Context: an optimization exercise on an open-source flow, tuned for small area, a short achievable clock period and few clock cycles per item. The choices shown serve that exercise and are no tape-out recipe. RTL that was checked went through simulation tests only; none was proved equivalent to the original.

// muldiv_unit
module muldiv_unit #(
    parameter int WIDTH     = 32,
    parameter int DIV_STEPS = 2
) (
    input  logic             clk,
    input  logic             reset,
    input  logic [3:0]       op,
    input  logic [WIDTH-1:0] src_a,
    input  logic [WIDTH-1:0] src_b,
    input  logic [1:0]       rd_sel,
    output logic             busy,
    output logic [WIDTH-1:0] result
);
Size in the first run: roughly 4500 cells after synthesis, ~110 I/O pins, ~0.033 mm² of cells after synthesis.
export LEC_CHECK = 0
export ABC_AREA = 1
export CAP_MARGIN = 20
export CORE_MARGIN = 2
export CORE_UTILIZATION = 40
export SLEW_MARGIN = 20
export SYNTH_HIERARCHICAL = 1
create_clock -name core_clock -period 15.0 [get_ports {clk}]
standard.sh (not shown) runs the stock make flow with config.mk's settings and CLKGATE_MAP_FILE= SYNTH_SCRIPT=/design/flow/synth_recipe.tcl, a recipe that flattens the netlist after the stock synthesis.
==> flow/flow/run.sh <==
#!/bin/bash
# The standard layout (the standard.sh, unchanged synthesis and steps), except that the
# port buffers that global placement inserts on every input and output use a plain buf_2
# instead of the delay-cell buffer buffer_ports would otherwise pick.
set -euo pipefail
export BUFFER_PORTS_ARGS="-buffer_cell sky130_fd_sc_hd__buf_2"
bash standard.sh > standard.log 2>&1
Testbench counts at the start, summed over its fixed seeds: cycles 9,800, items 3,200.
Change:
--- a/flow/design.v
+++ b/flow/design.v
@@ -24,15 +24,15 @@
     localparam logic [3:0] OP_MTHI  = 4'd9;
     localparam logic [3:0] OP_MTLO  = 4'd10;
     typedef enum logic [2:0] {IDLE, MUL, ALIGN, DIV, FIX} state_t;
     state_t           state;
     logic [WIDTH-1:0] hi, lo;
     logic [32:0]      x;         
     logic             macc;      
-    logic [7:0]       b_one, b_two, b_neg;   
+    logic             bprev;     
     logic [DW-1:0]    dv;        
     logic [3:0]       cnt;
     logic             sgn, msub, neg_q, neg_r;
     logic is_mul, is_div, is_sgn, is_acc, is_sub;
     always_comb begin
         is_mul = 1'b0; is_div = 1'b0; is_sgn = 1'b0; is_acc = 1'b0; is_sub = 1'b0;
         case (op)
@@ -50,34 +50,30 @@
     logic              last_mul;
     logic [48:0]       mt, cs_s, cs_c;
     logic [31:0]       mz;
     logic [32:0]       mh;
     logic [33:0]       mu [8];
     logic [33:0]       mux_row;
     logic [16:0]       mcorr;
-    function automatic logic [23:0] booth_sel(input logic [16:0] c, input logic sub);
-        logic [2:0] bits;
-        for (int k = 0; k < 8; k++) begin
-            bits = c[2*k+2 -: 3];
-            booth_sel[k]      = bits[1] ^ bits[0];
-            booth_sel[8 + k]  = (bits[2] & ~bits[1] & ~bits[0]) | (~bits[2] & bits[1] & bits[0]);
-            booth_sel[16 + k] = bits[2] ^ sub;
-        end
-    endfunction
     always_comb begin
-        logic        one;
+        logic [2:0]  bits;
+        logic        one, two, neg;
         logic [33:0] m, r;
         last_mul = (cnt[0] == 1'b0);
         mh = {~x[32], x[31:0]};
         mcorr = '0;
         for (int k = 0; k < 8; k++) begin
-            m    = ({34{b_one[k]}} & {dv[32], dv[32:0]}) | ({34{b_two[k]}} & {dv[32:0], 1'b0});
-            r    = m ^ {34{b_neg[k]}};
+            bits = (k == 0) ? {lo[1], lo[0], bprev} : {lo[2*k+1], lo[2*k], lo[2*k-1]};
+            one  = bits[1] ^ bits[0];
+            two  = (bits[2] & ~bits[1] & ~bits[0]) | (~bits[2] & bits[1] & bits[0]);
+            neg  = bits[2] ^ msub;
+            m    = ({34{one}} & {dv[32], dv[32:0]}) | ({34{two}} & {dv[32:0], 1'b0});
+            r    = m ^ {34{neg}};
             mu[k] = {~r[33], r[32:0]};
-            mcorr[2*k] = b_neg[k];
+            mcorr[2*k] = neg;
         end
         one = last_mul && !sgn && lo[15];
         r = ({34{one}} & {1'b0, dv[32:0]}) ^ {34{one && msub}};
         mux_row = {~r[33], r[32:0]};
         mcorr[16] = one && msub;
         mz = hi & {WIDTH{last_mul && macc}};
     end
@@ -1160,26 +1156,26 @@
     always_ff @(posedge clk) begin
         case (state)
             IDLE: begin
                 if (is_mul) begin
                     x    <= {1'b0, (is_acc ? lo : '0)};
                     macc <= is_acc;
                     dv   <= DW'({is_sgn & src_a[WIDTH-1], src_a});
-                    {b_neg, b_two, b_one} <= booth_sel({src_b[15:0], 1'b0}, is_sub);
+                    bprev <= 1'b0;
                     cnt  <= 4'd1;
                     sgn  <= is_sgn;
                     msub <= is_sub;
                 end else if (is_div) begin
                     sgn  <= is_sgn;
                     dv   <= DW'({src_b == '0, pos_a, pos_b});
                 end
             end
             MUL: begin
                 x     <= mt[48:16];
-                {b_neg, b_two, b_one} <= booth_sel(lo[31:15], msub);
+                bprev <= lo[15];
                 cnt   <= cnt - 1'b1;
             end
             ALIGN: begin
                 dv    <= DW'(mag_b) << shamt;
                 cnt   <= nitr;
                 neg_q <= sgn && (hi[WIDTH-1] ^ lo[WIDTH-1]);
                 neg_r <= sgn && hi[WIDTH-1];
Effect:
- count of clock-buffer cells in the layout does not change
- final cell count came out lower by a few percent
- area after synthesis came out lower by a few percent
- setup slack got worse by 0.53 ns
- non-clock buffer count came out lower by 2
- wire length came out lower by a few percent
- design area came out lower by a few percent
- via count came out lower by a few percent
For the second run of this note, only the layout was checked, not whether the RTL still works.

* * *

== v6 ==
muldiv_unit again, from the RTL that the note above started with.
export LEC_CHECK = 0
export ABC_AREA = 1
export CAP_MARGIN = 20
export CORE_MARGIN = 2
export CORE_UTILIZATION = 40
export SLEW_MARGIN = 55
export SYNTH_HIERARCHICAL = 1
create_clock -name core_clock -period 15.0 [get_ports {clk}]
Scripts as last shown in full above: flow/flow/run.sh
Per the final summary, v6 finished and its layout is clean on timing, DRC and antenna.
Testbench counts of v6, summed over its fixed seeds: cycles 9,800, items 3,200.
Input changes introduced in v7 (baseline for comparison: v6):
diff --git a/flow/design.v b/flow/design.v
--- a/flow/design.v
+++ b/flow/design.v
@@ -21,21 +21,21 @@
     localparam logic [3:0] OP_MADDU = 4'd6;
     localparam logic [3:0] OP_MSUB  = 4'd7;
     localparam logic [3:0] OP_MSUBU = 4'd8;
     localparam logic [3:0] OP_MTHI  = 4'd9;
     localparam logic [3:0] OP_MTLO  = 4'd10;
     typedef enum logic [2:0] {IDLE, MUL, ALIGN, DIV, FIX} state_t;
     state_t           state;
     logic [WIDTH-1:0] hi, lo;
     logic [32:0]      x;         
     logic             macc;      
-    logic [7:0]       b_one, b_two, b_neg;   
+    logic             bprev;     
     logic [DW-1:0]    dv;        
     logic [3:0]       cnt;
     logic             sgn, msub, neg_q, neg_r;
     logic is_mul, is_div, is_sgn, is_acc, is_sub;
     always_comb begin
         is_mul = 1'b0; is_div = 1'b0; is_sgn = 1'b0; is_acc = 1'b0; is_sub = 1'b0;
         case (op)
             OP_MULT:  begin is_mul = 1'b1; is_sgn = 1'b1; end
             OP_MULTU: is_mul = 1'b1;
             OP_MADD:  begin is_mul = 1'b1; is_sgn = 1'b1; is_acc = 1'b1; end
@@ -47,40 +47,36 @@
             default: ;
         endcase
     end
     logic              last_mul;
     logic [48:0]       mt, cs_s, cs_c;
     logic [31:0]       mz;
     logic [32:0]       mh;
     logic [33:0]       mu [8];
     logic [33:0]       mux_row;
     logic [16:0]       mcorr;
-    function automatic logic [23:0] booth_sel(input logic [16:0] c, input logic sub);
-        logic [2:0] bits;
-        for (int k = 0; k < 8; k++) begin
-            bits = c[2*k+2 -: 3];
-            booth_sel[k]      = bits[1] ^ bits[0];
-            booth_sel[8 + k]  = (bits[2] & ~bits[1] & ~bits[0]) | (~bits[2] & bits[1] & bits[0]);
-            booth_sel[16 + k] = bits[2] ^ sub;
-        end
-    endfunction
     always_comb begin
-        logic        one;
+        logic [2:0]  bits;
+        logic        one, two, neg;
         logic [33:0] m, r;
         last_mul = (cnt[0] == 1'b0);
         mh = {~x[32], x[31:0]};
         mcorr = '0;
         for (int k = 0; k < 8; k++) begin
-            m    = ({34{b_one[k]}} & {dv[32], dv[32:0]}) | ({34{b_two[k]}} & {dv[32:0], 1'b0});
-            r    = m ^ {34{b_neg[k]}};
+            bits = (k == 0) ? {lo[1], lo[0], bprev} : {lo[2*k+1], lo[2*k], lo[2*k-1]};
+            one  = bits[1] ^ bits[0];
+            two  = (bits[2] & ~bits[1] & ~bits[0]) | (~bits[2] & bits[1] & bits[0]);
+            neg  = bits[2] ^ msub;
+            m    = ({34{one}} & {dv[32], dv[32:0]}) | ({34{two}} & {dv[32:0], 1'b0});
+            r    = m ^ {34{neg}};
             mu[k] = {~r[33], r[32:0]};
-            mcorr[2*k] = b_neg[k];
+            mcorr[2*k] = neg;
         end
         one = last_mul && !sgn && lo[15];
         r = ({34{one}} & {1'b0, dv[32:0]}) ^ {34{one && msub}};
         mux_row = {~r[33], r[32:0]};
         mcorr[16] = one && msub;
         mz = hi & {WIDTH{last_mul && macc}};
     end
     logic hs1;
     logic hc2;
     muldiv_ha u_hs1 (.a(mh[14]), .b(mu[0][14]), .s(hs1), .co(hc2));
@@ -1157,32 +1153,32 @@
             endcase
         end
     end
     always_ff @(posedge clk) begin
         case (state)
             IDLE: begin
                 if (is_mul) begin
                     x    <= {1'b0, (is_acc ? lo : '0)};
                     macc <= is_acc;
                     dv   <= DW'({is_sgn & src_a[WIDTH-1], src_a});
-                    {b_neg, b_two, b_one} <= booth_sel({src_b[15:0], 1'b0}, is_sub);
+                    bprev <= 1'b0;
                     cnt  <= 4'd1;
                     sgn  <= is_sgn;
                     msub <= is_sub;
                 end else if (is_div) begin
                     sgn  <= is_sgn;
                     dv   <= DW'({src_b == '0, pos_a, pos_b});
                 end
             end
             MUL: begin
                 x     <= mt[48:16];
-                {b_neg, b_two, b_one} <= booth_sel(lo[31:15], msub);
+                bprev <= lo[15];
                 cnt   <= cnt - 1'b1;
             end
             ALIGN: begin
                 dv    <= DW'(mag_b) << shamt;
                 cnt   <= nitr;
                 neg_q <= sgn && (hi[WIDTH-1] ^ lo[WIDTH-1]);
                 neg_r <= sgn && hi[WIDTH-1];
             end
             DIV: begin
                 dv  <= dv >> DIV_STEPS;
==> notes.md <==
- The TritonCTS sink count reported for v7 is smaller than that of v6 by 23.
- Tap cell count | v7 below v6
- Looking at v6 and v7, the number of design-rule violations left by the first detailed-router iteration is a wash.
- Re met1 usage: v6 and v7 aren't equal, and the higher value belongs to v6.
- v7 vs. v6: critical path depth increased 23; number of I/O pins essentially unchanged; longest individual stage delay on the worst path went up by 120 ps; clock-buffer cell count saw little to no change.
- v6 → v7: H-tree depth stayed essentially flat, synthesized cell count fell by 4.6%.
- Summary of v7 over v6: wire length reported by the detailed router now sits lower, initial standard-cell utilization of the core saw a decrease, share of the cycle needed by the critical path after routing up 4.2 points.
- v7: worst-case setup margin in the final layout lower than v6
Only the layout flow was run in v7; the RTL was not checked for function there.

[static timing again, ports no longer ideal]
The results above use ideal ports. As a check the final layouts listed here were re-extracted and re-timed, cells and wires unchanged. Step 1 (the two cells are an assumption about what drives the block):
set clk [get_ports {clk}]
set_driving_cell -lib_cell sky130_fd_sc_hd__clkbuf_16 $clk
set_driving_cell -lib_cell sky130_fd_sc_hd__buf_2 [delete_from_list [all_inputs] $clk]
Step 2 times the ports against the registers' clock, not the clock port: input delays grow and output delays shrink by t, the midpoint of the rising clock arrivals with the driver on. a / b / c = ideal / step 1 / step 2; a / b = the first two.
run	shift t [ns]	slack for setup (ns)	latest minus earliest clock arrival (ns)
the first run of note 1	0.582	6.637 / 6.637 / 6.637	0.018 / 0.018
the second run of note 1	0.571	6.109 / 6.109 / 6.109	0.017 / 0.016
v6	0.577	7.556 / 7.537 / 7.132	0.022 / 0.022
v7	0.570	6.920 / 6.920 / 6.920	0.019 / 0.019
After both steps every run listed still meets setup and hold. The setup slack of v6, which loses most, moves by -0.019 ns with the drivers and by -0.424 ns with both steps.
